Source: an optimization exercise on an open RTL-to-GDS flow (aim: small area). Production flows keep margins and buffers that such runs may drop.
RTL that was checked went through simulation tests only; none was proved equivalent to the original.
For run 1, only the layout was checked, not whether the RTL still works.
Power is estimated from default activity; no workload was simulated.

**design/flow/config.mk**
```make
export PLATFORM = sky130hd
export DESIGN_NAME = requant_top
export DESIGN_NICKNAME = requant_top
export VERILOG_FILES = /design/flow/design.v
export SDC_FILE = /design/flow/constraint.sdc
export NUM_CORES = 4
export LEC_CHECK = 0
export CAP_MARGIN = 20
export CORE_MARGIN = 2
export CORE_UTILIZATION = 40
export GPL_TIMING_DRIVEN = 0
export SLEW_MARGIN = 20
export SYNTH_HIERARCHICAL = 1
```
**design/flow/constraint.sdc**
```tcl
create_clock -name core_clock -period 6.5 [get_ports {clk}]
set_input_delay 1.3000 -clock core_clock [delete_from_list [all_inputs] [get_ports {clk}]]
set_output_delay 1.3000 -clock core_clock [all_outputs]
set_load 0.01 [all_outputs]
```
**design/flow/flow/run.sh**
```bash
#!/bin/bash
# Standard ORFS layout with two changes: ports are buffered with the smallest
# buffer instead of a delay cell, and after global-route timing repair the
# non-critical cells are downsized again (ORFS power recovery), followed by a
# design repair so no slew or capacitance limit is left broken.
set -euo pipefail
here=$(pwd)
export BUFFER_PORTS_ARGS="-buffer_cell sky130_fd_sc_hd__buf_1"
export RECOVER_POWER=100
export POST_GLOBAL_ROUTE_TCL="$here/flow/post_grt.tcl"
bash standard.sh > standard.log 2>&1
```
**design/flow/flow/post_grt.tcl**
```tcl
# after power recovery: fix any slew / capacitance limit it broke
global_route -start_incremental
repair_design -slew_margin $::env(SLEW_MARGIN) -cap_margin $::env(CAP_MARGIN)
detailed_placement
global_route -end_incremental
estimate_parasitics -global_routing
report_check_types -max_slew -max_capacitance -violators
report_worst_slack -max
```
**design/flow/standard.sh**
```bash
#!/bin/bash
# synth_recipe.tcl (not shown) runs the flow's synth.tcl, then flattens the netlist and writes it again
# the make line also repeats each setting of config.mk as NAME=value (left out here)
make -C /OpenROAD-flow-scripts/flow DESIGN_CONFIG=/design/flow/config.mk WORK_HOME=/design/flow/orfs CLKGATE_MAP_FILE= SYNTH_SCRIPT=/design/flow/synth_recipe.tcl "${@:-finish}"
```
**design/flow/design.v**
```verilog
package requant_pkg;
    localparam int ACC_W   = 22;
    localparam int MANT_W  = 9;
    localparam int PROD_W  = 2 * MANT_W;
    localparam int ACT_W   = 8;
    localparam int SHIFT_W = 5;
    typedef logic signed [ACC_W-1:0] acc_t;
    typedef logic signed [MANT_W-1:0] mant_t;
    typedef logic signed [PROD_W-1:0] prod_t;
    typedef logic signed [ACT_W-1:0] act_t;
    typedef logic [SHIFT_W-1:0] shift_t;
    typedef enum logic [1:0] {
        WIN_13 = 2'd0,
        WIN_8  = 2'd1,
        WIN_5  = 2'd2,
        WIN_3  = 2'd3
    } win_lo_t;
    localparam act_t ACT_MAX = 8'sh7f;
    localparam act_t ACT_MIN = 8'sh80;
endpackage
`timescale 1ns/1ps
module rq_fa (
    input  logic a,
    input  logic b,
    input  logic ci,
    output logic s,
    output logic co
);
    assign s  = a ^ b ^ ci;
    assign co = (a & b) | (a & ci) | (b & ci);
endmodule
`timescale 1ns/1ps
import requant_pkg::*;
module scale_table
#(
    parameter int DN     = 6,
    parameter int GROUPS = 4
) (
    input  logic                        clk,
    input  logic                        rst_n,
    input  logic                        scale_we,
    input  logic [$clog2(GROUPS)-1:0]   scale_addr,
    input  logic [DN*MANT_W-1:0]        scale_wdata,
    input  logic [$clog2(GROUPS)-1:0]   grp,
    output logic [DN*MANT_W-1:0]        rd_scale,
    output logic                        rd_zero
);
    localparam int WW = DN * MANT_W;
    logic [GROUPS*WW-1:0] mem;
    logic [GROUPS-1:0]    wr_seen;
    for (genvar g = 0; g < GROUPS; g++) begin : g_word
        always_ff @(posedge clk) begin
            if (scale_we && scale_addr == g) begin
                mem[g*WW +: WW] <= scale_wdata;
            end
        end
        always_ff @(posedge clk or negedge rst_n) begin
            if (!rst_n) begin
                wr_seen[g] <= 1'b0;
            end else if (scale_we && scale_addr == g) begin
                wr_seen[g] <= 1'b1;
            end
        end
    end
    assign rd_scale = mem[grp*WW +: WW];
    assign rd_zero  = !wr_seen[grp];
endmodule
`timescale 1ns/1ps
import requant_pkg::*;
module requant_top
#(
    parameter int DN     = 6,
    parameter int GROUPS = 4
) (
    input  logic                        clk,
    input  logic                        rst_n,
    input  logic [DN*ACC_W-1:0]         acc_data,
    input  logic                        acc_valid,
    input  logic [$clog2(GROUPS)-1:0]   grp,
    input  logic [SHIFT_W-1:0]          n,
    input  logic                        relu_en,
    input  logic                        scale_we,
    input  logic [$clog2(GROUPS)-1:0]   scale_addr,
    input  logic [DN*MANT_W-1:0]        scale_wdata,
    output logic [DN*ACT_W-1:0]         act_data,
    output logic                        act_valid
);
    logic [DN*MANT_W-1:0] rd_scale;
    logic                 rd_zero;
    scale_table #(
        .DN          (DN),
        .GROUPS      (GROUPS)
    ) u_scale_table (
        .clk         (clk),
        .rst_n       (rst_n),
        .scale_we    (scale_we),
        .scale_addr  (scale_addr),
        .scale_wdata (scale_wdata),
        .grp         (grp),
        .rd_scale    (rd_scale),
        .rd_zero     (rd_zero)
    );
    logic relu_q;
    logic zero_q;
    always_ff @(posedge clk) begin
        relu_q <= relu_en;
        zero_q <= rd_zero;
    end
    for (genvar i = 0; i < DN; i++) begin : g_lane
        logic [ACC_W-1:0]   a;
        logic [MANT_W-1:0]  scl;
        logic               run16, run13, run11;
        logic [MANT_W-1:0]  win;
        logic [SHIFT_W-1:0] lo;
        logic [PROD_W-1:0]  prod;
        logic [PROD_W-1:0]  prod_q;
        logic [SHIFT_W-1:0] sh_q;
        assign a   = acc_data[i*ACC_W +: ACC_W];
        assign scl = rd_scale[i*MANT_W +: MANT_W];
        always_comb begin
            run16 = (a[ACC_W-1:16] == {6{a[ACC_W-1]}});
            run13 = (a[ACC_W-1:13] == {9{a[ACC_W-1]}});
            run11 = (a[ACC_W-1:11] == {11{a[ACC_W-1]}});
            if (!run16) begin
                lo  = 5'd13;
                win = a[21:13];
            end else if (!run13) begin
                lo  = 5'd8;
                win = a[16:8];
            end else if (!run11) begin
                lo  = 5'd5;
                win = a[13:5];
            end else begin
                lo  = 5'd3;
                win = a[11:3];
            end
        end
        logic ppn_0_0;
        logic ppn_0_1;
        logic ppn_0_2;
        logic ppn_0_3;
        logic ppn_0_4;
        logic ppn_0_5;
        logic ppn_0_6;
        logic ppn_0_7;
        logic ppn_0_8;
        logic ppn_1_0;
        logic ppn_1_1;
        logic ppn_1_2;
        logic ppn_1_3;
        logic ppn_1_4;
        logic ppn_1_5;
        logic ppn_1_6;
        logic ppn_1_7;
        logic ppn_1_8;
        logic ppn_2_0;
        logic ppn_2_1;
        logic ppn_2_2;
        logic ppn_2_3;
        logic ppn_2_4;
        logic ppn_2_5;
        logic ppn_2_6;
        logic ppn_2_7;
        logic ppn_2_8;
        logic ppn_3_0;
        logic ppn_3_1;
        logic ppn_3_2;
        logic ppn_3_3;
        logic ppn_3_4;
        logic ppn_3_5;
        logic ppn_3_6;
        logic ppn_3_7;
        logic ppn_3_8;
        logic ppn_4_0;
        logic ppn_4_1;
        logic ppn_4_2;
        logic ppn_4_3;
        logic ppn_4_4;
        logic ppn_4_5;
        logic ppn_4_6;
        logic ppn_4_7;
        logic ppn_4_8;
        logic ppn_5_0;
        logic ppn_5_1;
        logic ppn_5_2;
        logic ppn_5_3;
        logic ppn_5_4;
        logic ppn_5_5;
        logic ppn_5_6;
        logic ppn_5_7;
        logic ppn_5_8;
        logic ppn_6_0;
        logic ppn_6_1;
        logic ppn_6_2;
        logic ppn_6_3;
        logic ppn_6_4;
        logic ppn_6_5;
        logic ppn_6_6;
        logic ppn_6_7;
        logic ppn_6_8;
        logic ppn_7_0;
        logic ppn_7_1;
        logic ppn_7_2;
        logic ppn_7_3;
        logic ppn_7_4;
        logic ppn_7_5;
        logic ppn_7_6;
        logic ppn_7_7;
        logic ppn_7_8;
        logic ppn_8_0;
        logic ppn_8_1;
        logic ppn_8_2;
        logic ppn_8_3;
        logic ppn_8_4;
        logic ppn_8_5;
        logic ppn_8_6;
        logic ppn_8_7;
        logic ppn_8_8;
        logic ts0;
        logic tc0;
        logic ts1;
        logic tc1;
        logic ts2;
        logic tc2;
        logic ts3;
        logic tc3;
        logic ts4;
        logic tc4;
        logic ts5;
        logic tc5;
        logic ts6;
        logic tc6;
        logic ts7;
        logic tc7;
        logic ts8;
        logic tc8;
        logic ts9;
        logic tc9;
        logic ts10;
        logic tc10;
        logic ts11;
        logic tc11;
        logic ts12;
        logic tc12;
        logic ts13;
        logic tc13;
        logic ts14;
        logic tc14;
        logic ts15;
        logic tc15;
        logic ts16;
        logic tc16;
        logic ts17;
        logic tc17;
        logic ts18;
        logic tc18;
        logic ts19;
        logic tc19;
        logic ts20;
        logic tc20;
        logic ts21;
        logic tc21;
        logic ts22;
        logic tc22;
        logic ts23;
        logic tc23;
        logic ts24;
        logic tc24;
        logic ts25;
        logic tc25;
        logic ts26;
        logic tc26;
        logic ts27;
        logic tc27;
        logic ts28;
        logic tc28;
        logic ts29;
        logic tc29;
        logic ts30;
        logic tc30;
        logic ts31;
        logic tc31;
        logic ts32;
        logic tc32;
        logic ts33;
        logic tc33;
        logic ts34;
        logic tc34;
        logic ts35;
        logic tc35;
        logic ts36;
        logic tc36;
        logic ts37;
        logic tc37;
        logic ts38;
        logic tc38;
        logic ts39;
        logic tc39;
        logic ts40;
        logic tc40;
        logic ts41;
        logic tc41;
        logic ts42;
        logic tc42;
        logic ts43;
        logic tc43;
        logic ts44;
        logic tc44;
        logic ts45;
        logic tc45;
        logic ts46;
        logic tc46;
        logic ts47;
        logic tc47;
        logic ts48;
        logic tc48;
        logic ts49;
        logic tc49;
        logic ts50;
        logic tc50;
        logic ts51;
        logic tc51;
        logic ts52;
        logic tc52;
        logic ts53;
        logic tc53;
        logic ts54;
        logic tc54;
        logic ts55;
        logic tc55;
        logic [17:0] r0n, r1n;
        assign ppn_0_0 = ~(win[0] & scl[0]);
        assign ppn_0_1 = ~(win[0] & scl[1]);
        assign ppn_0_2 = ~(win[0] & scl[2]);
        assign ppn_0_3 = ~(win[0] & scl[3]);
        assign ppn_0_4 = ~(win[0] & scl[4]);
        assign ppn_0_5 = ~(win[0] & scl[5]);
        assign ppn_0_6 = ~(win[0] & scl[6]);
        assign ppn_0_7 = ~(win[0] & scl[7]);
        assign ppn_0_8 = win[0] & scl[8];
        assign ppn_1_0 = ~(win[1] & scl[0]);
        assign ppn_1_1 = ~(win[1] & scl[1]);
        assign ppn_1_2 = ~(win[1] & scl[2]);
        assign ppn_1_3 = ~(win[1] & scl[3]);
        assign ppn_1_4 = ~(win[1] & scl[4]);
        assign ppn_1_5 = ~(win[1] & scl[5]);
        assign ppn_1_6 = ~(win[1] & scl[6]);
        assign ppn_1_7 = ~(win[1] & scl[7]);
        assign ppn_1_8 = win[1] & scl[8];
        assign ppn_2_0 = ~(win[2] & scl[0]);
        assign ppn_2_1 = ~(win[2] & scl[1]);
        assign ppn_2_2 = ~(win[2] & scl[2]);
        assign ppn_2_3 = ~(win[2] & scl[3]);
        assign ppn_2_4 = ~(win[2] & scl[4]);
        assign ppn_2_5 = ~(win[2] & scl[5]);
        assign ppn_2_6 = ~(win[2] & scl[6]);
        assign ppn_2_7 = ~(win[2] & scl[7]);
        assign ppn_2_8 = win[2] & scl[8];
        assign ppn_3_0 = ~(win[3] & scl[0]);
        assign ppn_3_1 = ~(win[3] & scl[1]);
        assign ppn_3_2 = ~(win[3] & scl[2]);
        assign ppn_3_3 = ~(win[3] & scl[3]);
        assign ppn_3_4 = ~(win[3] & scl[4]);
        assign ppn_3_5 = ~(win[3] & scl[5]);
        assign ppn_3_6 = ~(win[3] & scl[6]);
        assign ppn_3_7 = ~(win[3] & scl[7]);
        assign ppn_3_8 = win[3] & scl[8];
        assign ppn_4_0 = ~(win[4] & scl[0]);
        assign ppn_4_1 = ~(win[4] & scl[1]);
        assign ppn_4_2 = ~(win[4] & scl[2]);
        assign ppn_4_3 = ~(win[4] & scl[3]);
        assign ppn_4_4 = ~(win[4] & scl[4]);
        assign ppn_4_5 = ~(win[4] & scl[5]);
        assign ppn_4_6 = ~(win[4] & scl[6]);
        assign ppn_4_7 = ~(win[4] & scl[7]);
        assign ppn_4_8 = win[4] & scl[8];
        assign ppn_5_0 = ~(win[5] & scl[0]);
        assign ppn_5_1 = ~(win[5] & scl[1]);
        assign ppn_5_2 = ~(win[5] & scl[2]);
        assign ppn_5_3 = ~(win[5] & scl[3]);
        assign ppn_5_4 = ~(win[5] & scl[4]);
        assign ppn_5_5 = ~(win[5] & scl[5]);
        assign ppn_5_6 = ~(win[5] & scl[6]);
        assign ppn_5_7 = ~(win[5] & scl[7]);
        assign ppn_5_8 = win[5] & scl[8];
        assign ppn_6_0 = ~(win[6] & scl[0]);
        assign ppn_6_1 = ~(win[6] & scl[1]);
        assign ppn_6_2 = ~(win[6] & scl[2]);
        assign ppn_6_3 = ~(win[6] & scl[3]);
        assign ppn_6_4 = ~(win[6] & scl[4]);
        assign ppn_6_5 = ~(win[6] & scl[5]);
        assign ppn_6_6 = ~(win[6] & scl[6]);
        assign ppn_6_7 = ~(win[6] & scl[7]);
        assign ppn_6_8 = win[6] & scl[8];
        assign ppn_7_0 = ~(win[7] & scl[0]);
        assign ppn_7_1 = ~(win[7] & scl[1]);
        assign ppn_7_2 = ~(win[7] & scl[2]);
        assign ppn_7_3 = ~(win[7] & scl[3]);
        assign ppn_7_4 = ~(win[7] & scl[4]);
        assign ppn_7_5 = ~(win[7] & scl[5]);
        assign ppn_7_6 = ~(win[7] & scl[6]);
        assign ppn_7_7 = ~(win[7] & scl[7]);
        assign ppn_7_8 = win[7] & scl[8];
        assign ppn_8_0 = win[8] & scl[0];
        assign ppn_8_1 = win[8] & scl[1];
        assign ppn_8_2 = win[8] & scl[2];
        assign ppn_8_3 = win[8] & scl[3];
        assign ppn_8_4 = win[8] & scl[4];
        assign ppn_8_5 = win[8] & scl[5];
        assign ppn_8_6 = win[8] & scl[6];
        assign ppn_8_7 = win[8] & scl[7];
        assign ppn_8_8 = ~(win[8] & scl[8]);
        rq_fa u_fa0 (.a(ppn_0_6), .b(ppn_1_5), .ci(1'b1), .s(ts0), .co(tc0));
        rq_fa u_fa1 (.a(ppn_0_7), .b(ppn_1_6), .ci(ppn_2_5), .s(ts1), .co(tc1));
        rq_fa u_fa2 (.a(ppn_3_4), .b(ppn_4_3), .ci(1'b1), .s(ts2), .co(tc2));
        rq_fa u_fa3 (.a(ppn_0_8), .b(ppn_1_7), .ci(ppn_2_6), .s(ts3), .co(tc3));
        rq_fa u_fa4 (.a(ppn_3_5), .b(ppn_4_4), .ci(ppn_5_3), .s(ts4), .co(tc4));
        rq_fa u_fa5 (.a(ppn_6_2), .b(ppn_7_1), .ci(1'b1), .s(ts5), .co(tc5));
        rq_fa u_fa6 (.a(ppn_1_8), .b(ppn_2_7), .ci(ppn_3_6), .s(ts6), .co(tc6));
        rq_fa u_fa7 (.a(ppn_4_5), .b(ppn_5_4), .ci(ppn_6_3), .s(ts7), .co(tc7));
        rq_fa u_fa8 (.a(ppn_7_2), .b(ppn_8_1), .ci(1'b0), .s(ts8), .co(tc8));
        rq_fa u_fa9 (.a(ppn_2_8), .b(ppn_3_7), .ci(ppn_4_6), .s(ts9), .co(tc9));
        rq_fa u_fa10 (.a(ppn_5_5), .b(ppn_6_4), .ci(ppn_7_3), .s(ts10), .co(tc10));
        rq_fa u_fa11 (.a(ppn_3_8), .b(ppn_4_7), .ci(ppn_5_6), .s(ts11), .co(tc11));
        rq_fa u_fa12 (.a(ppn_0_4), .b(ppn_1_3), .ci(1'b1), .s(ts12), .co(tc12));
        rq_fa u_fa13 (.a(ppn_0_5), .b(ppn_1_4), .ci(ppn_2_3), .s(ts13), .co(tc13));
        rq_fa u_fa14 (.a(ppn_3_2), .b(ppn_4_1), .ci(1'b1), .s(ts14), .co(tc14));
        rq_fa u_fa15 (.a(ppn_2_4), .b(ppn_3_3), .ci(ppn_4_2), .s(ts15), .co(tc15));
        rq_fa u_fa16 (.a(ppn_5_1), .b(ppn_6_0), .ci(ts0), .s(ts16), .co(tc16));
        rq_fa u_fa17 (.a(ppn_5_2), .b(ppn_6_1), .ci(ppn_7_0), .s(ts17), .co(tc17));
        rq_fa u_fa18 (.a(tc0), .b(ts1), .ci(ts2), .s(ts18), .co(tc18));
        rq_fa u_fa19 (.a(ppn_8_0), .b(tc1), .ci(tc2), .s(ts19), .co(tc19));
        rq_fa u_fa20 (.a(ts3), .b(ts4), .ci(ts5), .s(ts20), .co(tc20));
        rq_fa u_fa21 (.a(tc3), .b(tc4), .ci(tc5), .s(ts21), .co(tc21));
        rq_fa u_fa22 (.a(ts6), .b(ts7), .ci(ts8), .s(ts22), .co(tc22));
        rq_fa u_fa23 (.a(ppn_8_2), .b(tc6), .ci(tc7), .s(ts23), .co(tc23));
        rq_fa u_fa24 (.a(tc8), .b(ts9), .ci(ts10), .s(ts24), .co(tc24));
        rq_fa u_fa25 (.a(ppn_6_5), .b(ppn_7_4), .ci(ppn_8_3), .s(ts25), .co(tc25));
        rq_fa u_fa26 (.a(tc9), .b(tc10), .ci(ts11), .s(ts26), .co(tc26));
        rq_fa u_fa27 (.a(ppn_4_8), .b(ppn_5_7), .ci(ppn_6_6), .s(ts27), .co(tc27));
        rq_fa u_fa28 (.a(ppn_7_5), .b(ppn_8_4), .ci(tc11), .s(ts28), .co(tc28));
        rq_fa u_fa29 (.a(ppn_5_8), .b(ppn_6_7), .ci(ppn_7_6), .s(ts29), .co(tc29));
        rq_fa u_fa30 (.a(ppn_0_3), .b(ppn_1_2), .ci(1'b1), .s(ts30), .co(tc30));
        rq_fa u_fa31 (.a(ppn_2_2), .b(ppn_3_1), .ci(ppn_4_0), .s(ts31), .co(tc31));
        rq_fa u_fa32 (.a(ppn_5_0), .b(tc12), .ci(ts13), .s(ts32), .co(tc32));
        rq_fa u_fa33 (.a(tc13), .b(tc14), .ci(ts15), .s(ts33), .co(tc33));
        rq_fa u_fa34 (.a(tc15), .b(tc16), .ci(ts17), .s(ts34), .co(tc34));
        rq_fa u_fa35 (.a(tc17), .b(tc18), .ci(ts19), .s(ts35), .co(tc35));
        rq_fa u_fa36 (.a(tc19), .b(tc20), .ci(ts21), .s(ts36), .co(tc36));
        rq_fa u_fa37 (.a(tc21), .b(tc22), .ci(ts23), .s(ts37), .co(tc37));
        rq_fa u_fa38 (.a(tc23), .b(tc24), .ci(ts25), .s(ts38), .co(tc38));
        rq_fa u_fa39 (.a(tc25), .b(tc26), .ci(ts27), .s(ts39), .co(tc39));
        rq_fa u_fa40 (.a(ppn_8_5), .b(tc27), .ci(tc28), .s(ts40), .co(tc40));
        rq_fa u_fa41 (.a(ppn_6_8), .b(ppn_7_7), .ci(ppn_8_6), .s(ts41), .co(tc41));
        rq_fa u_fa42 (.a(ppn_0_2), .b(ppn_1_1), .ci(1'b1), .s(ts42), .co(tc42));
        rq_fa u_fa43 (.a(ppn_2_1), .b(ppn_3_0), .ci(ts30), .s(ts43), .co(tc43));
        rq_fa u_fa44 (.a(ts12), .b(tc30), .ci(ts31), .s(ts44), .co(tc44));
        rq_fa u_fa45 (.a(ts14), .b(tc31), .ci(ts32), .s(ts45), .co(tc45));
        rq_fa u_fa46 (.a(ts16), .b(tc32), .ci(ts33), .s(ts46), .co(tc46));
        rq_fa u_fa47 (.a(ts18), .b(tc33), .ci(ts34), .s(ts47), .co(tc47));
        rq_fa u_fa48 (.a(ts20), .b(tc34), .ci(ts35), .s(ts48), .co(tc48));
        rq_fa u_fa49 (.a(ts22), .b(tc35), .ci(ts36), .s(ts49), .co(tc49));
        rq_fa u_fa50 (.a(ts24), .b(tc36), .ci(ts37), .s(ts50), .co(tc50));
        rq_fa u_fa51 (.a(ts26), .b(tc37), .ci(ts38), .s(ts51), .co(tc51));
        rq_fa u_fa52 (.a(ts28), .b(tc38), .ci(ts39), .s(ts52), .co(tc52));
        rq_fa u_fa53 (.a(ts29), .b(tc39), .ci(ts40), .s(ts53), .co(tc53));
        rq_fa u_fa54 (.a(tc29), .b(tc40), .ci(ts41), .s(ts54), .co(tc54));
        rq_fa u_fa55 (.a(ppn_7_8), .b(ppn_8_7), .ci(tc41), .s(ts55), .co(tc55));
        assign r0n = {1'b0, ppn_8_8, tc54, tc53, tc52, tc51, tc50, tc49, tc48, tc47, tc46, tc45, tc44, tc43, tc42, ppn_2_0, ppn_0_1, ppn_0_0};
        assign r1n = {1'b1, tc55, ts55, ts54, ts53, ts52, ts51, ts50, ts49, ts48, ts47, ts46, ts45, ts44, ts43, ts42, ppn_1_0, 1'b1};
        assign prod = ~(r0n + r1n + 18'd1);
        always_ff @(posedge clk) begin
            prod_q <= prod;
            sh_q   <= n - lo;
        end
        logic               sgn;
        logic [26:0]        ext;
        logic [26:0]        sw;
        logic [7:0]         f8;
        logic               g;
        logic               fits;
        logic [17:7]        run;
        logic [7:0]         cy;
        logic               p01, p23, p45, p0123;
        logic               zero;
        logic [ACT_W-1:0]   res;
        always_comb begin
            sgn = prod_q[PROD_W-1];
            ext = {{8{sgn}}, prod_q, 1'b0};
            sw  = ext >> sh_q;
            g   = sw[0];
            f8  = sw[8:1];
            run[17] = 1'b1;
            for (int k = 16; k >= 7; k--) begin
                run[k] = run[k+1] & (prod_q[k] == sgn);
            end
            fits = (sh_q >= 5'd10) ? 1'b1 : run[sh_q + 5'd7];
            zero = (sh_q >= 5'd18) || zero_q || (relu_q && sgn);
            p01   = f8[0] & f8[1];
            p23   = f8[2] & f8[3];
            p45   = f8[4] & f8[5];
            p0123 = p01 & p23;
            cy[0] = g;
            cy[1] = g & f8[0];
            cy[2] = g & p01;
            cy[3] = g & p01 & f8[2];
            cy[4] = g & p0123;
            cy[5] = g & p0123 & f8[4];
            cy[6] = g & p0123 & p45;
            cy[7] = g & p0123 & p45 & f8[6];
            if (zero) begin
                res = '0;
            end else if (!fits || (cy[7] && !f8[7])) begin
                res = sgn ? ACT_MIN : ACT_MAX;
            end else begin
                res = f8 ^ cy;
            end
        end
        assign act_data[i*ACT_W +: ACT_W] = res;
    end
    always_ff @(posedge clk or negedge rst_n) begin
        if (!rst_n) begin
            act_valid <= 1'b0;
        end else begin
            act_valid <= acc_valid;
        end
    end
endmodule
```
==> results of run 1 <==
==> report_power, final <==
part	switching [mW]	leakage [nW]	total (mW)	internal, mW
Combinational	6.24	11.5	11.4	5.16
Sequential	0.498	3.21	3.51	3.01
Clock	1.02	0.715	2.44	1.42
==> per-module statistics from Yosys, one instance, submodules excluded, a selection <==
module / copies in the design / cells inside
rq_fa: 336 / 1
requant_top: 1 / 2924
==> worst max-delay path by stage <==
stage	from	to	slack, ns	cells past startpoint
after floorplan	acc_data[131]	g_lane[5].prod_q[17]	0.06	18
after detailed placement	acc_data[65]	g_lane[2].prod_q[17]	-1.02	19
after CTS	acc_data[131]	g_lane[5].prod_q[16]	0.002	19
after global placement	scale_addr[0]	u_scale_table.wr_seen[0]	-3.00	3
final	acc_data[131]	g_lane[5].prod_q[16]	0.21	19
==> flip-flops by register name, indices dropped and copies added, names as in the netlist <==
name / flops
zero_q: 1
g_lane.sh_q: 30
relu_q: 1
u_scale_table.wr_seen: 4
g_lane.prod_q: 108
act_valid: 1
u_scale_table.mem: 216
==> routing by layer <==
layer	vias up	part of all wire	global-route usage
li1	13458	-	-
met1	14302	0.44	0.291
met2	814	0.45	0.337
met3	158	0.077	0.0492
met4	40	0.026	0.0586
met5	-	0.0026	0
==> cells by family (layout without fill, tap and decap cells) <==
logic type	after synthesis	in the layout	share of synthesized area
AOI/OAI and AO/OA	756	757	0.140
DFF	361	361	0.260
muxes	262	262	0.124
other	2	61	0.000208
adders and majority gates	510	510	0.249
xor gates and xnor gates	117	117	0.0284
buffers and inverters	330	665	0.0408
and+or+nand+nor	1219	1219	0.157
==> synth_stat cells, drive strengths merged, types with 14 or more instances <==
cell and count:
nor3b 15, a22oi 14, nand3 43, o31ai 17
a31oi 35, ha 162, mux2i 101, and2 123
clkbuf 71, buf 125, o22ai 45, dfxtp 140
nand4 15, o211ai 23, a211oi 40, nor2b 47
xnor2 54, a21oi 193, o21ai 146, inv 129
or3 23, xor2 63, mux4 142, fa 348
nand2 599, o21a 40, a21o 62, or2 22
mux2 19, edfxtp 216, and3 18, nor2 187
nor3 38, nand2b 45
==> final cells by class <==
cell class	instances	area, sq um	share of cell area
inverters	134	503	0.0123
clock inverters	20	255	0.00627
repair buffers	263	1100	0.0271
flip-flops and latches	361	9420	0.231
multi-input cells	2913	25800	0.633
clock buffers	58	1190	0.0291
diodes	13	32.5	0.000799
well taps	1176	1470	0.0361
plain buffers	190	978	0.0240
==> worst max-delay path, stage by stage <==
cell      delay, ns
clkbuf_2       0.17
or4_4          0.59
o32ai_4        0.30
and2_4         0.22
nand2_1        0.16
o221a_2        0.29
buf_2          0.19
and2_1         0.20
fa_1           0.45
fa_1           0.46
fa_1           0.44
fa_1           0.52
ha_2           0.31
a21oi_1        0.14
nor2_1         0.07
nor2_1         0.16
nor3b_1        0.07
or4_1          0.54
a311oi_2       0.21
==> through the flow <==
stage          hold slack [ns]  cell area, sq um  TNS (ns)  power, mW
2_1_floorplan            0.430             36300         0       12.4
3_3_place_gp             0.444             38600   -189.22       14.7
3_5_place_dp             0.454             38900    -28.05       14.8
4_1_cts                  0.478             40500         0       17.3
6_report                 0.469             40700         0       17.3
==> layout by cell type, fill, tap and decap left out, types with 63 or more instances in the layout <==
master / synthesis / layout
nor2_1: 187 / 181
nand2_1: 599 / 595
and2_1: 123 / 120
fa_1: 348 / 348
buf_1: 60 / 273
clkbuf_1: 69 / 83
o21ai_0: 138 / 137
inv_1: 128 / 126
mux4_2: 128 / 128
dfxtp_1: 140 / 138
ha_1: 162 / 158
edfxtp_1: 216 / 216
xor2_1: 63 / 63
mux2i_1: 101 / 101
a21oi_1: 191 / 173
==> summary.md, run 1 <==
| Metric | Value |
|---|---|
| Status | no timing/DRC/antenna violations |
| Post-CTS setup buffers | 8 |
| Clock Skew | 0.0339 ns |
| Max-cap viol count | 0 |
| Vias per cell | 5.61 |
| Core footprint | 89700 sq um |
| DP Cell Count | 5018 |
| Setup crit start kind | primary input |
| CTS max path bufs | 3 |
| Post-synthesis sequential area ratio | 0.260 |
| Post-CTS Hold Buffers | 0 |
| Asr flop ratio synth | 0.0139 |
| FF-to-FF setup slack | 1.66 ns |
| Synthesized flop and latch total | 361 |
| Util after Layout | 0.454 |
| Worst slew margin | 0.348 |
| Top cells by area, synth | fa_1 19%, edfxtp_1 18%, mux4_2 8.0% |
| Hold Path Class | reg2reg |
| Crit path DAT | 6.80 ns |
| Router iterations before antenna repair | 5 |
| Initial antenna violation count | 37 |
| Reg2Reg Depth | 14 |
| Total grt overflow | 0 |
| Cells after synthesis | 3557 |
| Cell Count, Final, Fillers Out | 5128 |
| Hold path start | u_scale_table.wr_seen[0] |
| Prevailing post-synth register cell | edfxtp_1 |
| Post-CTS sizing | 24 |
| Vias post-DR | 28772 |
| Gp weighted congestion | 0.946 |
| Die width | 305 microns |
| Synth-to-Final Area Change | 12.7% |
| Largest net degree at the start of global routing | 41 |
| Gr usage total | 0.212 |
| Reg-to-reg endpoint | g_lane[2].prod_q[17] |
| Maximum vdd drop | 0.292 mV |
| HPWL reported at the end of detailed placement | 76.7 mm |
| Final WL | 99.6 mm |
| Netlist Area Pre-Place | 36100 sq um |
| Vias in the first global route | 28688 |
| Final net count | 4615 |
| Static leakage | 15.4 nW |
| Die Span Y | 305 microns |
| Reg clk slew, reported paths | 0.07 ns |
| Clk root buf | clkbuf_16 |
| H-tree levels | 2 |
| Layout fillers | 8621 |
| Wire per inst | 19.4 microns |
| Start of the worst register-to-register path | u_scale_table.mem[73] |
| PnR worst setup slack | 0.205 ns |
| Yosys cell types | 102 |
| Setup violators final | 0 |
| Placement row count | 110 |
| I/O Buffers | 225 |
| Max Slew Vio Count | 0 |
| Yosys top cell area share | 0.193 |
| Fin crit period | 6.29 ns |
| IO Count | 249 |
| Number of synthesized flops with an enable pin | 216 |
| Kind of critical path | in2reg |
| Synthesis Warnings | 8 |
| Mapped Avg Cell Area | 10.2 sq um |
| CTS tree | yes |
| Leading area contributor after synthesis | fa_1 |
| Total die area | 92800 sq um |
| Crit path max fanout | 9 |
| WHS Endpoint | u_scale_table.wr_seen[0] |
| Num CTS Buffers | 42 |
| Pwr dens | 426 nW/um^2 |
| Post-route ant nets | 0 |
| Critical path endpoint category | flop |
| Post-place setup slack | -1.02 ns |
| First-pass GRT wire length | 159 mm |
| FMAX | 159 MHz |
| WP data required | 7.00 ns |
| Residual DRC | 0 |
| Worst hold path depth | 1 |
| Least-Margin Pin Slew | 0.977 ns |
| Initial Util | 0.403 |
| Worst skew pair latency | 0.61 ns |
| Clock sinks | 361 |
| Fin. Hold Viols | 0 |
| Layout cells sized above 1 | 0.110 |
| Final period util | 0.968 |
| Initial DRC count | 1850 |
==> inputs of run 2 (changes only) <==
--- a/design/flow/design.v
+++ b/design/flow/design.v
@@ -474,27 +474,35 @@
             sh_q   <= n - lo;
         end
         logic               sgn;
-        logic [26:0]        ext;
-        logic [26:0]        sw;
+        logic [26:0]        e;
+        logic [23:0]        s4;
+        logic [14:0]        s3;
+        logic [10:0]        s2;
+        logic [8:0]         s1;
+        logic [7:0]         s0;
         logic [7:0]         f8;
         logic               g;
         logic               fits;
-        logic [17:7]        run;
+        logic [18:8]        run;
         logic [7:0]         cy;
         logic               p01, p23, p45, p0123;
         logic               zero;
         logic [ACT_W-1:0]   res;
         always_comb begin
             sgn = prod_q[PROD_W-1];
-            ext = {{8{sgn}}, prod_q, 1'b0};
-            sw  = ext >> sh_q;
-            g   = sw[0];
-            f8  = sw[8:1];
-            run[17] = 1'b1;
-            for (int k = 16; k >= 7; k--) begin
-                run[k] = run[k+1] & (prod_q[k] == sgn);
+            e   = {{8{sgn}}, prod_q, 1'b0};
+            for (int k = 0; k < 24; k++) s4[k] = (sh_q[4] && k < 10) ? e[k+16] : e[k];
+            for (int k = 0; k < 15; k++) s3[k] = sh_q[3] ? s4[k+8] : s4[k];
+            for (int k = 0; k < 11; k++) s2[k] = sh_q[2] ? s3[k+4] : s3[k];
+            for (int k = 0; k < 9;  k++) s1[k] = sh_q[1] ? s2[k+2] : s2[k];
+            for (int k = 0; k < 8;  k++) s0[k] = sh_q[0] ? s1[k+1] : s1[k];
+            g  = s0[0];
+            f8 = {sgn, s0[7:1]};
+            run[18] = 1'b1;
+            for (int k = 17; k >= 8; k--) begin
+                run[k] = run[k+1] & (e[k] == sgn);
             end
-            fits = (sh_q >= 5'd10) ? 1'b1 : run[sh_q + 5'd7];
+            fits = (sh_q >= 5'd11) ? 1'b1 : run[sh_q + 5'd8];
             zero = (sh_q >= 5'd18) || zero_q || (relu_q && sgn);
             p01   = f8[0] & f8[1];
             p23   = f8[2] & f8[3];
==> design/flow/flow/post_grt.tcl (replaced) <==
# after power recovery: fix any slew / capacitance limit it broke, and any
# setup path it slowed too far, then legalize and reroute what changed
global_route -start_incremental
repair_design -slew_margin $::env(SLEW_MARGIN) -cap_margin $::env(CAP_MARGIN)
repair_timing -setup -setup_margin 0.05 -repair_tns 100
detailed_placement
global_route -end_incremental
estimate_parasitics -global_routing
report_check_types -max_slew -max_capacitance -violators
report_worst_slack -max
--- a/design/flow/config.mk
+++ b/design/flow/config.mk
@@ -8,6 +8,7 @@
 export CAP_MARGIN = 20
 export CORE_MARGIN = 2
 export CORE_UTILIZATION = 40
+export CTS_BUF_LIST = sky130_fd_sc_hd__clkbuf_4 sky130_fd_sc_hd__clkbuf_8
 export GPL_TIMING_DRIVEN = 0
 export SLEW_MARGIN = 20
 export SYNTH_HIERARCHICAL = 1
==> run 2 against run 1 <==
Still clean; power is 8.4% lower; global-route usage fell by 1.0 points; utilization shrank 0.40 points; critical path depth unchanged; largest power group unchanged; critical endpoint is now g_lane[3].prod_q[17]; highest routed layer unchanged.
==> summary.md, run 2 <==
| Metric | Value |
|---|---|
| Status | no timing/DRC/antenna violations (unchanged) |
| Synthesized flop and latch total | 361 (unchanged) |
| Post-route ant nets | 0 (unchanged) |
| Bufs and invs on worst path | 1 (was 2) |
| Crit path max fanout | 9 (unchanged) |
| Max Slew Vio Count | 0 (unchanged) |
| CTS max path bufs | 3 (unchanged) |
| Post-place setup slack | -0.785 ns (was -1.02 ns) |
| Max-cap viol count | 0 (unchanged) |
| Asr flop ratio synth | 0.0139 (unchanged) |
| Pwr dens | 417 nW/um^2 (was 426 nW/um^2) |
| Vias post-DR | 26045 (was 28772) |
| Gr usage total | 0.202 (was 0.212) |
| Start of the worst register-to-register path | u_scale_table.mem[23] (was u_scale_table.mem[73]) |
| Netlist Area Pre-Place | 34100 sq um (was 36100 sq um) |
| Final net count | 4294 (was 4615) |
| Critical path endpoint category | flop (unchanged) |
| Num CTS Buffers | 59 (was 42) |
| Final WL | 89.1 mm (was 99.6 mm) |
| Worst stage delay on the critical path | 0.59 ns (about the same) |
| Total die area | 87600 sq um (was 92800 sq um) |
| PnR worst setup slack | 0.229 ns (was 0.205 ns) |
| Synth cell count leaders | 524 x nand2_1, 348 x fa_1, 216 x edfxtp_1 (was 599 x nand2_1, 348 x fa_1, 216 x edfxtp_1) |
| Core footprint | 84700 sq um (was 89700 sq um) |
| Worst hold path depth | 1 (unchanged) |
| Mapped Avg Cell Area | 10.5 sq um (was 10.2 sq um) |
| Clock sinks | 361 (unchanged) |
| Prevailing post-synth register cell | edfxtp_1 (unchanged) |
| WHS Endpoint | u_scale_table.wr_seen[1] (was u_scale_table.wr_seen[0]) |
| Vias in the first global route | 25993 (was 28688) |
| Hold Path Class | reg2reg (unchanged) |
| Layout cells sized above 1 | 0.122 (was 0.110) |
| Worst-path cell chain | buf_1 -> or4_4 -> o32ai_4 -> and2_4 -> nand2_2 -> o221a_2 -> and2_1 -> fa_1 -> fa_1 -> fa_1 -> fa_1 -> ha_1 -> o21ai_0 -> nand2b_1 -> and2_1 -> nand2_1 -> nor2_1 -> a211oi_1 -> o21ai_0 (was clkbuf_2 -> or4_4 -> o32ai_4 -> and2_4 -> nand2_1 -> o221a_2 -> buf_2 -> and2_1 -> fa_1 -> fa_1 -> fa_1 -> fa_1 -> ha_2 -> a21oi_1 -> nor2_1 -> nor2_1 -> nor3b_1 -> or4_1 -> a311oi_2) |
| Clock Skew | 0.0354 ns (was 0.0339 ns) |
| Post-CTS Hold Buffers | 0 (unchanged) |
| Yosys cell types | 101 (was 102) |
| IO Count | 249 (unchanged) |
| Post-CTS setup buffers | 0 (was 8) |
| Final period util | 0.965 (was 0.968) |
| Initial DRC count | 1564 (was 1850) |
| Fin. Hold Viols | 0 (unchanged) |
| HPWL reported at the end of detailed placement | 68.8 mm (was 76.7 mm) |
| Regs by FF count | u_scale_table.mem (216), g_lane.prod_q (108), g_lane.sh_q (30) (unchanged) |
| WP data required | 7.01 ns (was 7.00 ns) |
| Crit path DAT | 6.78 ns (was 6.80 ns) |
| Most common cell after layout, fill and taps aside | nand2_1 (unchanged) |
| Most frequent cells in the layout | 522 x nand2_1, 348 x fa_1, 275 x buf_1 (was 595 x nand2_1, 348 x fa_1, 273 x buf_1) |
| Yosys top cell area share | 0.204 (was 0.193) |
| Placement row count | 107 (was 110) |
| Register area | 9420 sq um (about the same) |
| Top reg by flops | u_scale_table.mem (unchanged) |
| CP most frequent cell | fa_1 (unchanged) |
| Worst path slowest cell | or4_4 (unchanged) |
| Most common cell in the netlist | nand2_1 (unchanged) |
| Pwr Total | 15.9 mW (was 17.3 mW) |
| Setup violators final | 0 (unchanged) |
| Die Span Y | 296 microns (was 305 microns) |
| Wire per inst | 18.6 microns (was 19.4 microns) |
| Hold path start | u_scale_table.wr_seen[1] (was u_scale_table.wr_seen[0]) |
| Synthesis Warnings | 86 (was 8) |
| Die width | 296 microns (was 305 microns) |
| Maximum vdd drop | 0.227 mV (was 0.292 mV) |
| Fin crit period | 6.27 ns (was 6.29 ns) |
| First-pass GRT wire length | 140 mm (was 159 mm) |
| FF-to-FF setup slack | 1.46 ns (was 1.66 ns) |
| Largest net degree at the start of global routing | 37 (was 41) |
| Top cells by area, synth | fa_1 20%, edfxtp_1 19%, dfxtp_1 8.2% (was fa_1 19%, edfxtp_1 18%, mux4_2 8.0%) |
| H-tree levels | 2 (unchanged) |
| Kind of critical path | in2reg (unchanged) |
| Hold_ws | 0.462 ns (was 0.469 ns) |
| Total grt overflow | 0 (unchanged) |
| Post-CTS sizing | 1 (was 24) |
| Area taken by multi-input logic gates | 23700 sq um (was 25800 sq um) |
| Setup crit start kind | primary input (unchanged) |
| Gp weighted congestion | 0.909 (was 0.946) |
| Initial Util | 0.402 (was 0.403) |
| Reg clk slew, reported paths | 0.06 ns (was 0.07 ns) |
| Crit path max-delay family | adder cells (unchanged) |
| Worst slew margin | 0.234 (was 0.348) |
| Clk root buf | clkbuf_8 (was clkbuf_16) |
| Leading area contributor after synthesis | fa_1 (unchanged) |
| Max reg flops | 216 (unchanged) |
| Number of synthesized flops with an enable pin | 216 (unchanged) |
| I/O Buffers | 226 (was 225) |
| Reg2Reg Depth | 15 (was 14) |
| Layout fillers | 8144 (was 8621) |
| Router iterations before antenna repair | 5 (unchanged) |
| Reg-to-reg endpoint | g_lane[2].prod_q[17] (unchanged) |
| Vias per cell | 5.44 (was 5.61) |
| Static leakage | 14.6 nW (was 15.4 nW) |
| CTS tree | yes (unchanged) |
| Worst skew pair latency | 0.67 ns (was 0.61 ns) |
| Least-Margin Pin Slew | 1.15 ns (was 0.977 ns) |
| Post-synthesis sequential area ratio | 0.276 (was 0.260) |
| Residual DRC | 0 (unchanged) |
| Initial antenna violation count | 34 (was 37) |
| Synth-to-Final Area Change | 11.9% (was 12.7%) |
| FMAX | 159 MHz (about the same) |
| Cells after synthesis | 3233 (was 3557) |
run 2: cell types whose count changed in the layout (fill, tap and decap cells not counted), moves of 34 or more:
cell	change
mux2_2	+57
clkbuf_16	-44
clkbuf_1	-34
mux4_2	-47
clkbuf_8	+61
o21ai_0	-34
nor2_1	-42
nand2_1	-73
a21oi_1	-44
run 2: modules after synthesis, one instance, submodules excluded, a selection:
module	copies in the design	cells inside
rq_fa	336	1
requant_top	1	2600
run 2: metrics by stage:
stage                     cell area (sq um)  TNS [ns]  std cells  utilization
after floorplan                       34300         0       3279            -
after global placement                36500   -173.70       4649        0.431
after detailed placement              36700    -12.59       4661        0.433
after CTS                             38000         0       4770        0.448
final                                 38100         0       4786        0.450
run 2: area by class of cell:
| type | instances | area share |
|---|---|---|
| Timing Repair Buffer | 240 | 0.0249 |
| Buffer | 172 | 0.0232 |
| Inverter | 117 | 0.0118 |
| Clock buffer | 84 | 0.0270 |
| Multi-Input combinational cell | 2627 | 0.621 |
| Tap cell | 1144 | 0.0375 |
| Sequential cell | 361 | 0.247 |
| Clock inverter | 25 | 0.00660 |
| Antenna cell | 16 | 0.00105 |
run 2: power by group:
| part | switching [mW] | internal, mW |
|---|---|---|
| Sequential | 0.395 | 3.01 |
| Clock | 0.913 | 1.19 |
| Combinational | 5.67 | 4.70 |
run 2: worst register-to-register path: cells and delay by family, from the launching register on:
kind	cells	cell delay, ns
simple gates	2	0.52
buf+inv	1	0.26
flops	1	0.37
fa+ha+maj	5	2.18
mux	1	0.46
compound gates	6	1.12
run 2: routing by layer:
metal	GRT usage	wire, microns
met5	0	253
met4	0.0657	2120
met3	0.0420	5840
met2	0.322	41300
met1	0.274	39600
run 2: cells by family after synthesis:
kind of cell	count (synthesis)	synth area share
AO/OA/AOI/OAI	608	0.123
XOR/XNOR	113	0.0290
adder cells (fa/ha/maj)	516	0.266
buffers and inverters	291	0.0389
flip-flops	361	0.276
multiplexers	298	0.123
other	2	0.000220
AND/OR/NAND/NOR	1044	0.144
run 2: how the worst max path moves through the flow:
stage / cells after the start / to / from / slack, ns
3_5_place_dp: 18 / g_lane[5].prod_q[15] / acc_data[126] / -0.79
4_1_cts: 17 / g_lane[2].prod_q[17] / acc_data[65] / 0.07
3_3_place_gp: 3 / u_scale_table.wr_seen[0] / scale_we / -3.06
2_1_floorplan: 18 / g_lane[0].prod_q[17] / acc_data[20] / 0.06
6_report: 19 / g_lane[3].prod_q[17] / acc_data[87] / 0.23
==> inputs of run 3 (changes only) <==
--- a/design/flow/config.mk
+++ b/design/flow/config.mk
@@ -10,5 +10,6 @@
 export CORE_UTILIZATION = 40
 export CTS_BUF_LIST = sky130_fd_sc_hd__clkbuf_4 sky130_fd_sc_hd__clkbuf_8
 export GPL_TIMING_DRIVEN = 0
+export PLACE_DENSITY = 0.75
 export SLEW_MARGIN = 20
 export SYNTH_HIERARCHICAL = 1
==> run 3 against run 2 <==
Largest power group unchanged; final area shrank 0.12%; combinational power is essentially flat; hold slack better by 0.017 ns; critical endpoint unchanged; maximum frequency decreased by 0.49%; still clean; worst setup slack worse by 0.031 ns; count of clock-buffer cells in the layout is 4 lower; clock power is essentially flat; critical path depth stayed put; largest cell class unchanged; sequential power is essentially flat.
==> summary.md, run 3 <==
| Metric | Value |
|---|---|
| PnR worst setup slack | 0.198 ns (was 0.229 ns) |
| Clk root buf | clkbuf_8 (unchanged) |
| Register area | 9410 sq um (was 9420 sq um) |
| Layout cells sized above 1 | 0.118 (was 0.122) |
| HPWL reported at the end of detailed placement | 68.7 mm (was 68.8 mm) |
| Yosys top cell area share | 0.204 (unchanged) |
| H-tree levels | 2 (unchanged) |
| Number of synthesized flops with an enable pin | 216 (unchanged) |
| Most frequent cells in the layout | 522 x nand2_1, 348 x fa_1, 274 x buf_1 (was 522 x nand2_1, 348 x fa_1, 275 x buf_1) |
| Area taken by multi-input logic gates | 23600 sq um (was 23700 sq um) |
| Status | no timing/DRC/antenna violations (unchanged) |
| Most common cell in the netlist | nand2_1 (unchanged) |
| Fin crit period | 6.30 ns (was 6.27 ns) |
| First-pass GRT wire length | 141 mm (was 140 mm) |
| Netlist Area Pre-Place | 34100 sq um (unchanged) |
| Cells after synthesis | 3233 (unchanged) |
| Post-CTS sizing | 1 (unchanged) |
| Largest net degree at the start of global routing | 44 (was 37) |
| Final period util | 0.970 (was 0.965) |
| Cell Count, Final, Fillers Out | 4786 (unchanged) |
| Least-Margin Pin Slew | 1.19 ns (was 1.15 ns) |
| DP Cell Count | 4662 (was 4661) |
| Synthesis Warnings | 86 (unchanged) |
| Gr usage total | 0.202 (about the same) |
| Die Span Y | 296 microns (unchanged) |
| Initial Util | 0.402 (unchanged) |
| Setup crit start kind | primary input (unchanged) |
| Synth cell count leaders | 524 x nand2_1, 348 x fa_1, 216 x edfxtp_1 (unchanged) |
| Synthesized flop and latch total | 361 (unchanged) |
| Gp weighted congestion | 0.935 (was 0.909) |
| Die width | 296 microns (unchanged) |
| Max Slew Vio Count | 0 (unchanged) |
| Layout fillers | 7889 (was 8144) |
| Crit path DAT | 6.84 ns (was 6.78 ns) |
| Regs by FF count | u_scale_table.mem (216), g_lane.prod_q (108), g_lane.sh_q (30) (unchanged) |
| Top cells by area, synth | fa_1 20%, edfxtp_1 19%, dfxtp_1 8.2% (unchanged) |
| Post-CTS setup buffers | 0 (unchanged) |
| Post-place setup slack | -0.768 ns (was -0.785 ns) |
| Maximum vdd drop | 0.257 mV (was 0.227 mV) |
| IO Count | 249 (unchanged) |
| CTS max path bufs | 3 (unchanged) |
| Post-CTS Hold Buffers | 0 (unchanged) |
| Reg clk slew, reported paths | 0.07 ns (was 0.06 ns) |
| Asr flop ratio synth | 0.0139 (unchanged) |
| Wire per inst | 18.6 microns (about the same) |
| Worst skew pair latency | 0.66 ns (was 0.67 ns) |
| Final net count | 4297 (was 4294) |
| Core footprint | 84700 sq um (unchanged) |
| Max-cap viol count | 0 (unchanged) |
| Total die area | 87600 sq um (unchanged) |
| Post-route ant nets | 0 (unchanged) |
| Worst slew margin | 0.209 (was 0.234) |
| Critical path endpoint category | flop (unchanged) |
| Router iterations before antenna repair | 6 (was 5) |
| Clock sinks | 361 (unchanged) |
| Yosys cell types | 101 (unchanged) |
| Residual DRC | 0 (unchanged) |
| CTS tree | yes (unchanged) |
| Top reg by flops | u_scale_table.mem (unchanged) |
| Initial DRC count | 1719 (was 1564) |
| Vias post-DR | 26420 (was 26045) |
| Crit path max fanout | 10 (was 9) |
| Pwr dens | 418 nW/um^2 (was 417 nW/um^2) |
| Synth-to-Final Area Change | 11.7% (was 11.9%) |
| Initial antenna violation count | 26 (was 34) |
| Max reg flops | 216 (unchanged) |
| I/O Buffers | 226 (unchanged) |
| FMAX | 159 MHz (about the same) |
| Clock Skew | 0.0308 ns (was 0.0354 ns) |
| TNS Setup | 0 ns (unchanged) |
| Hold Path Class | reg2reg (unchanged) |
| Total grt overflow | 0 (unchanged) |
| Placement row count | 107 (unchanged) |
| Vias per cell | 5.52 (was 5.44) |
| Num CTS Buffers | 58 (was 59) |
| Most common cell after layout, fill and taps aside | nand2_1 (unchanged) |
| Vias in the first global route | 27095 (was 25993) |
| Leading area contributor after synthesis | fa_1 (unchanged) |
| Pwr Total | 15.9 mW (about the same) |
| Mapped Avg Cell Area | 10.5 sq um (unchanged) |
| Fin. Hold Viols | 0 (unchanged) |
| Post-synthesis sequential area ratio | 0.276 (unchanged) |
| Kind of critical path | in2reg (unchanged) |
| Prevailing post-synth register cell | edfxtp_1 (unchanged) |
| Static leakage | 14.5 nW (was 14.6 nW) |
| Setup violators final | 0 (unchanged) |
| WP data required | 7.04 ns (was 7.01 ns) |
| Final WL | 88.8 mm (was 89.1 mm) |
[run 3: cell counts after synthesis]
No cell type changed its count.
[run 3: cells by family after synthesis]
group	Yosys count	share of synthesized area
buffers and inverters	291	0.0389
AOI/OAI and AO/OA	608	0.123
adders and majority gates	516	0.266
other	2	0.000220
xor gates and xnor gates	113	0.0290
muxes	298	0.123
DFF	361	0.276
and+or+nand+nor	1044	0.144
[run 3: through the flow]
step | instance area, sq um | utilization | hold slack (ns)
after floorplan | 34300 | - | 0.430
after global placement | 36500 | 0.431 | 0.444
after detailed placement | 36800 | 0.434 | 0.466
after CTS | 38000 | 0.449 | 0.417
final | 38100 | 0.449 | 0.479
[run 3: path summary, 6_finish.rpt]
| check | startpoint | to | slack [ns] | cells after the start |
|---|---|---|---|---|
| setup / recovery | acc_data[87] | g_lane[3].prod_q[17] | 0.20 | 19 |
| hold / removal | u_scale_table.wr_seen[3] | u_scale_table.wr_seen[3] | 0.48 | 1 |
| setup reg to reg | u_scale_table.mem[132] | g_lane[2].prod_q[17] | 1.43 | 15 |
| hold reg to reg | u_scale_table.wr_seen[3] | u_scale_table.wr_seen[3] | 0.48 | 1 |
| max in group asynchronous | rst_n | u_scale_table.wr_seen[0] | 5.77 | 1 |
| min in group asynchronous | rst_n | u_scale_table.wr_seen[2] | 0.49 | 1 |
[run 3: worst max-delay path, stage by stage]
cell and delay, ns:
clkbuf_1 0.16, or4_4 0.60, o32ai_4 0.40, buf_4 0.28, nor2_1 0.09, a211oi_4 0.50
nand2_1 0.16, fa_1 0.51, fa_1 0.47, fa_1 0.55, fa_1 0.42, ha_1 0.32
o21ai_0 0.18, nand2b_1 0.09, and2_1 0.20, nand2_1 0.07, nor2_1 0.05, a211oi_1 0.34
o21ai_0 0.13
[run 3: Yosys stat by module (local to each module, per instance), excerpt]
module | flops+latches | area, sq um
requant_top | 141 | 19300
rq_fa | 0 | 20.0
[run 3: area by class of cell]
| class | instances | share of cell area |
|---|---|---|
| clock inverters | 29 | 0.00670 |
| plain buffers | 172 | 0.0222 |
| clock buffers | 80 | 0.0268 |
| multi-input cells | 2627 | 0.621 |
| diodes | 12 | 0.000788 |
| flip-flops and latches | 361 | 0.247 |
| repair buffers | 244 | 0.0261 |
| well taps | 1144 | 0.0376 |
| inverters | 117 | 0.0117 |
[run 3: per-layer routing]
| layer | global-route usage | share of wire |
|---|---|---|
| met1 | 0.265 | 0.42 |
| met2 | 0.325 | 0.46 |
| met3 | 0.0526 | 0.083 |
| met4 | 0.0651 | 0.031 |
| met5 | 0 | 0.0022 |
[run 3: power by group]
group | switching (mW) | internal (mW)
clock network | 0.935 | 1.18
logic | 5.70 | 4.70
registers | 0.394 | 3.01
total | 7.03 | 8.89
==> inputs of run 4 (changes only) <==
==> design/flow/flow/run.sh (replaced) <==
#!/bin/bash
set -euo pipefail
here=$(pwd)
export BUFFER_PORTS_ARGS="-buffer_cell sky130_fd_sc_hd__buf_1"
export CTS_ARGS="-sink_clustering_enable -repair_clock_nets -dont_use_dummy_load -buf_list sky130_fd_sc_hd__clkbuf_8 -sink_clustering_size 12 -sink_clustering_max_diameter 60"
export RECOVER_POWER=100
export POST_GLOBAL_ROUTE_TCL="$here/flow/post_grt.tcl"
bash standard.sh > standard.log 2>&1
--- a/design/flow/config.mk
+++ b/design/flow/config.mk
@@ -8,8 +8,6 @@
 export CAP_MARGIN = 20
 export CORE_MARGIN = 2
 export CORE_UTILIZATION = 40
-export CTS_BUF_LIST = sky130_fd_sc_hd__clkbuf_4 sky130_fd_sc_hd__clkbuf_8
 export GPL_TIMING_DRIVEN = 0
-export PLACE_DENSITY = 0.75
 export SLEW_MARGIN = 20
 export SYNTH_HIERARCHICAL = 1
==> run 4 against run 3 <==
Critical path depth unchanged; first-iteration DRC count down 14%; non-clock buffer count down 2; worst setup slack better by 0.061 ns; clock skew up 0.031 ns; power down 5.2%; cell count down 1.4%; sequential power about the same; die area unchanged; global-route usage down 0.059 points; wire length up 0.21%.
==> summary.md, run 4 <==
| Metric | Value |
|---|---|
| Status | no timing/DRC/antenna violations (unchanged) |
| Pwr dens | 403 nW/um^2 (was 418 nW/um^2) |
| XOR/XNOR Fraction of Synth Area | 0.0290 (unchanged) |
| HPWL reported at the end of detailed placement | 68.8 mm (was 68.7 mm) |
| Worst-path cell chain | buf_1 -> or4_4 -> o32ai_4 -> and2_4 -> nand2_2 -> o221a_2 -> and2_1 -> fa_1 -> fa_1 -> fa_1 -> fa_1 -> ha_1 -> o21ai_0 -> nand2b_1 -> and2_1 -> nand2_1 -> nor2_1 -> a211oi_2 -> o21ai_0 (was clkbuf_1 -> or4_4 -> o32ai_4 -> buf_4 -> nor2_1 -> a211oi_4 -> nand2_1 -> fa_1 -> fa_1 -> fa_1 -> fa_1 -> ha_1 -> o21ai_0 -> nand2b_1 -> and2_1 -> nand2_1 -> nor2_1 -> a211oi_1 -> o21ai_0) |
| Leading area contributor after synthesis | fa_1 (unchanged) |
| I/O Buffers | 226 (unchanged) |
| Vias in the first global route | 25707 (was 27095) |
| Layout cells sized above 1 | 0.109 (was 0.118) |
| Bufs and invs on worst path | 1 (was 2) |
| Worst stage delay on the critical path | 0.59 ns (was 0.60 ns) |
| Final period util | 0.960 (was 0.970) |
| Vias per cell | 5.48 (was 5.52) |
| Number of synthesized flops with an enable pin | 216 (unchanged) |
| Synth-to-Final Area Change | 9.98% (was 11.7%) |
| Synthesized flop and latch total | 361 (unchanged) |
| Wire per inst | 18.9 microns (was 18.6 microns) |
| WP data required | 6.93 ns (was 7.04 ns) |
| Clk root buf | clkbuf_8 (unchanged) |
| Top reg by flops | u_scale_table.mem (unchanged) |
| Crit path max fanout | 9 (was 10) |
| Router iterations before antenna repair | 5 (was 6) |
| CTS max path bufs | 3 (unchanged) |
| Static leakage | 14.2 nW (was 14.5 nW) |
| Post-CTS sizing | 1 (unchanged) |
| FF-to-FF setup slack | 1.46 ns (was 1.43 ns) |
| Kind of critical path | in2reg (unchanged) |
| Netlist Area Pre-Place | 34100 sq um (unchanged) |
| Core footprint | 84700 sq um (unchanged) |
| Setup crit start kind | primary input (unchanged) |
| DP Area | 36700 sq um (was 36800 sq um) |
| Crit path DAT | 6.67 ns (was 6.84 ns) |
| DP Cell Count | 4661 (was 4662) |
| First-pass GRT wire length | 140 mm (was 141 mm) |
| Final net count | 4278 (was 4297) |
| Max reg flops | 216 (unchanged) |
| Vias post-DR | 25866 (was 26420) |
| Post-place setup slack | -0.785 ns (was -0.768 ns) |
| Worst slew margin | 0.241 (was 0.209) |
| Post-synthesis sequential area ratio | 0.276 (unchanged) |
| Initial antenna violation count | 34 (was 26) |
| Post-Synth Adder-Cell Area | 0.266 (unchanged) |
| FMAX | 160 MHz (was 159 MHz) |
| Synthesis Warnings | 86 (unchanged) |
| Prevailing post-synth register cell | edfxtp_1 (unchanged) |
| Mapped Avg Cell Area | 10.5 sq um (unchanged) |
| Most frequent cells in the layout | 522 x nand2_1, 348 x fa_1, 275 x buf_1 (was 522 x nand2_1, 348 x fa_1, 274 x buf_1) |
| Post-CTS setup buffers | 0 (unchanged) |
| Final WL | 89.0 mm (was 88.8 mm) |
| Max-cap viol count | 0 (unchanged) |
| Regs by FF count | u_scale_table.mem (216), g_lane.prod_q (108), g_lane.sh_q (30) (unchanged) |
| Mux cell area share after synthesis | 0.123 (unchanged) |
| Die width | 296 microns (unchanged) |
| Yosys top cell area share | 0.204 (unchanged) |
| Post-route ant nets | 0 (unchanged) |
| Gr usage total | 0.201 (was 0.202) |
| IO Count | 249 (unchanged) |
| Initial DRC count | 1479 (was 1719) |
| Least-Margin Pin Slew | 1.14 ns (was 1.19 ns) |
| Maximum vdd drop | 0.223 mV (was 0.257 mV) |
| Worst path slowest cell | or4_4 (unchanged) |
| Synth cell count leaders | 524 x nand2_1, 348 x fa_1, 216 x edfxtp_1 (unchanged) |
| H-tree levels | 2 (unchanged) |
| Placement row count | 107 (unchanged) |
| Initial Util | 0.402 (unchanged) |
| Residual DRC | 0 (unchanged) |
| Max Slew Vio Count | 0 (unchanged) |
| Yosys cell types | 101 (unchanged) |
| Total die area | 87600 sq um (unchanged) |
| Total grt overflow | 0 (unchanged) |
| Hold Path Class | reg2reg (unchanged) |
| Post-synthesis compound-gate area fraction | 0.123 (unchanged) |
| Cells after synthesis | 3233 (unchanged) |
| Most common cell after layout, fill and taps aside | nand2_1 (unchanged) |
| Clock sinks | 361 (unchanged) |
| Largest net degree at the start of global routing | 37 (was 44) |
| Largest family of logic cells by synthesized area | adder cells (unchanged) |
| Critical path endpoint category | flop (unchanged) |
| Cell Count, Final, Fillers Out | 4720 (was 4786) |
| Crit path max-delay family | adder cells (unchanged) |
| Fin. Hold Viols | 0 (unchanged) |
| CP most frequent cell | fa_1 (unchanged) |
| Worst skew pair latency | 0.62 ns (was 0.66 ns) |
| Die Span Y | 296 microns (unchanged) |
| Top cells by area, synth | fa_1 20%, edfxtp_1 19%, dfxtp_1 8.2% (unchanged) |
| CTS tree | yes (unchanged) |
| Fin crit period | 6.24 ns (was 6.30 ns) |
| Num CTS Buffers | 40 (was 58) |
| Final instance area | 37500 sq um (was 38100 sq um) |
| Gp weighted congestion | 0.909 (was 0.935) |
| Post-CTS Hold Buffers | 0 (unchanged) |
| Most common cell in the netlist | nand2_1 (unchanged) |
| Clock Skew | 0.0616 ns (was 0.0308 ns) |
| Setup violators final | 0 (unchanged) |
| TNS Setup | 0 ns (unchanged) |
| Asr flop ratio synth | 0.0139 (unchanged) |
| Reg clk slew, reported paths | 0.07 ns (about the same) |
| PnR worst setup slack | 0.259 ns (was 0.198 ns) |
| Simple-gate share of the synthesized area | 0.144 (unchanged) |
-- run 4: cell counts after synthesis --
Identical to the previous run, type by type.
-- run 4: layer usage --
metal  GRT usage  part of all wire
met1       0.276              0.45
met2       0.320              0.46
met3      0.0399             0.066
met4      0.0644             0.024
met5           0            0.0026
-- run 4: cells by family after synthesis --
logic type	count (synthesis)
AOI/OAI and AO/OA	608
xor gates and xnor gates	113
adders and majority gates	516
buffers and inverters	291
DFF	361
muxes	298
other	2
and+or+nand+nor	1044
-- run 4: final cells by class --
cell class	count	area (sq um)
antenna	16	40.0
buffer	169	867
clock buffer	40	551
fill	8193	47300
inverter	117	449
multi-input combinational	2628	23700
sequential	361	9420
tap	1144	1430
timing repair buffer	245	991
-- run 4: final timing paths --
path / from / to / cells past startpoint
max in group asynchronous: rst_n / u_scale_table.wr_seen[2] / 1
setup / recovery: acc_data[87] / g_lane[3].prod_q[17] / 19
min in group asynchronous: rst_n / u_scale_table.wr_seen[3] / 1
hold / removal: u_scale_table.wr_seen[1] / u_scale_table.wr_seen[1] / 1
hold reg to reg: u_scale_table.wr_seen[1] / u_scale_table.wr_seen[1] / 1
setup reg to reg: u_scale_table.mem[51] / g_lane[5].prod_q[15] / 13
-- run 4: where the power goes --
| part | switching [mW] | internal (mW) | total, mW |
|---|---|---|---|
| clock network | 0.737 | 0.546 | 1.28 |
| logic | 5.69 | 4.72 | 10.4 |
| registers | 0.392 | 3.00 | 3.40 |
-- run 4: metrics by stage --
stage	hold slack [ns]	total power, mW	util
finish	0.465	15.1	0.442
CTS	0.465	15.1	0.440
detailed placement	0.446	13.7	0.433
global placement	0.443	13.6	0.431
floorplan	0.430	11.5	-
-- run 4: per-module statistics from Yosys, one instance, submodules excluded, excerpt --
module       flip-flops and latches  cell area (sq um)  copies in the design  cells inside
rq_fa                             0               20.0                   336             1
requant_top                     141              19300                     1          2600
-- run 4: worst register-to-register path, delay by kind of cell, from the launching register on --
family                     cells  cell delay, ns
and+or+nand+nor                3            0.72
adders and majority gates      5            2.21
muxes                          1            0.63
buffers and inverters          1            0.30
DFF                            1            0.37
AOI/OAI and AO/OA              3            0.68
==> inputs of run 5 (changes only) <==
==> design/flow/flow/run.sh (replaced) <==
#!/bin/bash
set -euo pipefail
here=$(pwd)
export BUFFER_PORTS_ARGS="-buffer_cell sky130_fd_sc_hd__buf_1"
export CTS_ARGS="-sink_clustering_enable -repair_clock_nets -dont_use_dummy_load -buf_list sky130_fd_sc_hd__clkbuf_4 -sink_clustering_size 10 -sink_clustering_max_diameter 50"
export RECOVER_POWER=100
export POST_GLOBAL_ROUTE_TCL="$here/flow/post_grt.tcl"
bash standard.sh > standard.log 2>&1
==> run 5 against run 4 <==
Critical path type unchanged; clock skew down 0.0016 ns; highest routed layer unchanged; wire length down 0.56%; largest power group unchanged; sequential power about the same.
==> summary.md, run 5 <==
| Metric | Value |
|---|---|
| Status | no timing/DRC/antenna violations (unchanged) |
| Synth-to-Final Area Change | 9.09% (was 9.98%) |
| Synthesis Warnings | 86 (unchanged) |
| Synth cell count leaders | 524 x nand2_1, 348 x fa_1, 216 x edfxtp_1 (unchanged) |
| Number of synthesized flops with an enable pin | 216 (unchanged) |
| Max Slew Vio Count | 0 (unchanged) |
| Crit path max-delay family | adder cells (unchanged) |
| Gr usage total | 0.201 (unchanged) |
| Bufs and invs on worst path | 4 (was 1) |
| Maximum vdd drop | 0.210 mV (was 0.223 mV) |
| Vias in the first global route | 25786 (was 25707) |
| DP Area | 36700 sq um (unchanged) |
| Initial antenna violation count | 35 (was 34) |
| Core footprint | 84700 sq um (unchanged) |
| Synthesized flop and latch total | 361 (unchanged) |
| Initial Util | 0.402 (unchanged) |
| Clk root buf | clkbuf_4 (was clkbuf_8) |
| Regs by FF count | u_scale_table.mem (216), g_lane.prod_q (108), g_lane.sh_q (30) (unchanged) |
| Max reg flops | 216 (unchanged) |
| Max-cap viol count | 0 (unchanged) |
| Wire per inst | 18.7 microns (was 18.9 microns) |
| Register area | 9420 sq um (unchanged) |
| Area taken by multi-input logic gates | 23700 sq um (about the same) |
| Die width | 296 microns (unchanged) |
| I/O Buffers | 226 (unchanged) |
| Post-CTS Hold Buffers | 0 (unchanged) |
| Yosys cell types | 101 (unchanged) |
| H-tree levels | 2 (unchanged) |
| CP most frequent cell | fa_1 (unchanged) |
| Vias post-DR | 25807 (was 25866) |
| First-pass GRT wire length | 140 mm (about the same) |
| Netlist Area Pre-Place | 34100 sq um (unchanged) |
| Leading area contributor after synthesis | fa_1 (unchanged) |
| Total die area | 87600 sq um (unchanged) |
| Fin. Hold Viols | 0 (unchanged) |
| PnR worst setup slack | 0.280 ns (was 0.259 ns) |
| Worst-path cell chain | buf_1 -> or4_1 -> nor2_1 -> o22a_1 -> buf_2 -> inv_2 -> nand2_2 -> o221a_2 -> buf_2 -> nand2_1 -> fa_1 -> fa_1 -> fa_1 -> fa_1 -> ha_1 -> a21o_1 -> a221oi_2 -> o21ai_1 -> or4_1 -> and3_1 (was buf_1 -> or4_4 -> o32ai_4 -> and2_4 -> nand2_2 -> o221a_2 -> and2_1 -> fa_1 -> fa_1 -> fa_1 -> fa_1 -> ha_1 -> o21ai_0 -> nand2b_1 -> and2_1 -> nand2_1 -> nor2_1 -> a211oi_2 -> o21ai_0) |
| CTS max path bufs | 3 (unchanged) |
| Most common cell after layout, fill and taps aside | nand2_1 (unchanged) |
| Static leakage | 14.1 nW (was 14.2 nW) |
| Worst path slowest cell | or4_1 (was or4_4) |
| Final period util | 0.957 (was 0.960) |
| Worst skew pair latency | 0.78 ns (was 0.62 ns) |
| Largest net degree at the start of global routing | 37 (unchanged) |
| Worst stage delay on the critical path | 0.55 ns (was 0.59 ns) |
| IO Count | 249 (unchanged) |
| Least-Margin Pin Slew | 1.15 ns (was 1.14 ns) |
| Final net count | 4285 (was 4278) |
| Crit path max fanout | 10 (was 9) |
run 5: Yosys stat by module (local to each module, per instance), a selection:
| module | copies in the design | flip-flops and latches |
|---|---|---|
| requant_top | 1 | 141 |
| rq_fa | 336 | 0 |
run 5: area by class of cell:
class / instances / area share
inverters: 117 / 0.0121
multi-input cells: 2627 / 0.636
repair buffers: 240 / 0.0255
well taps: 1144 / 0.0385
flip-flops and latches: 361 / 0.253
diodes: 16 / 0.00108
plain buffers: 174 / 0.0238
clock buffers: 48 / 0.00969
run 5: final timing paths:
kind                                          startpoint                       end  slack [ns]  cells after the start
worst max-delay path                       acc_data[131]      g_lane[5].prod_q[15]        0.28                     20
worst min-delay path                               rst_n  u_scale_table.wr_seen[3]        0.35                      1
worst max register to register     u_scale_table.mem[51]      g_lane[5].prod_q[15]        1.39                     14
worst min register to register  u_scale_table.wr_seen[1]  u_scale_table.wr_seen[1]        0.47                      1
max in group asynchronous                          rst_n  u_scale_table.wr_seen[2]        5.93                      1
min in group core_clock         u_scale_table.wr_seen[1]  u_scale_table.wr_seen[1]        0.47                      1
run 5: power breakdown:
group	internal (mW)	switching (mW)	total, mW
clock	0.337	0.703	1.04
sequential	3.00	0.394	3.40
combinational	4.70	5.66	10.4
run 5: cells by family (layout without fill, tap and decap cells):
kind of cell	count (synthesis)	in the layout	synth area share
buffers and inverters	291	579	0.0389
xor gates and xnor gates	113	113	0.0290
AOI/OAI and AO/OA	608	608	0.123
DFF	361	361	0.276
and+or+nand+nor	1044	1044	0.144
adders and majority gates	516	516	0.266
muxes	298	298	0.123
other	2	64	0.000220
run 5: per-layer routing:
metal / routed length (microns) / vias up / GRT usage
li1: - / 12188 / -
met1: 40000 / 12812 / 0.275
met2: 40800 / 617 / 0.320
met3: 5310 / 154 / 0.0403
met4: 2100 / 36 / 0.0672
met5: 244 / - / 0
run 5: worst register-to-register path: cells and delay by family, from the launching register on:
family	cells	cell delay [ns]
flops	1	0.38
buf+inv	1	0.29
fa+ha+maj	5	1.98
compound gates	3	0.72
mux	1	0.61
simple gates	4	0.98

Check on run 5: ideal ports give 0.280 ns setup slack; a clkbuf_16 on the clock port and buf_2 on the inputs give 0.273 ns; moving port delays by the midpoint clock arrival (0.802 ns) as well gives -0.487 ns.
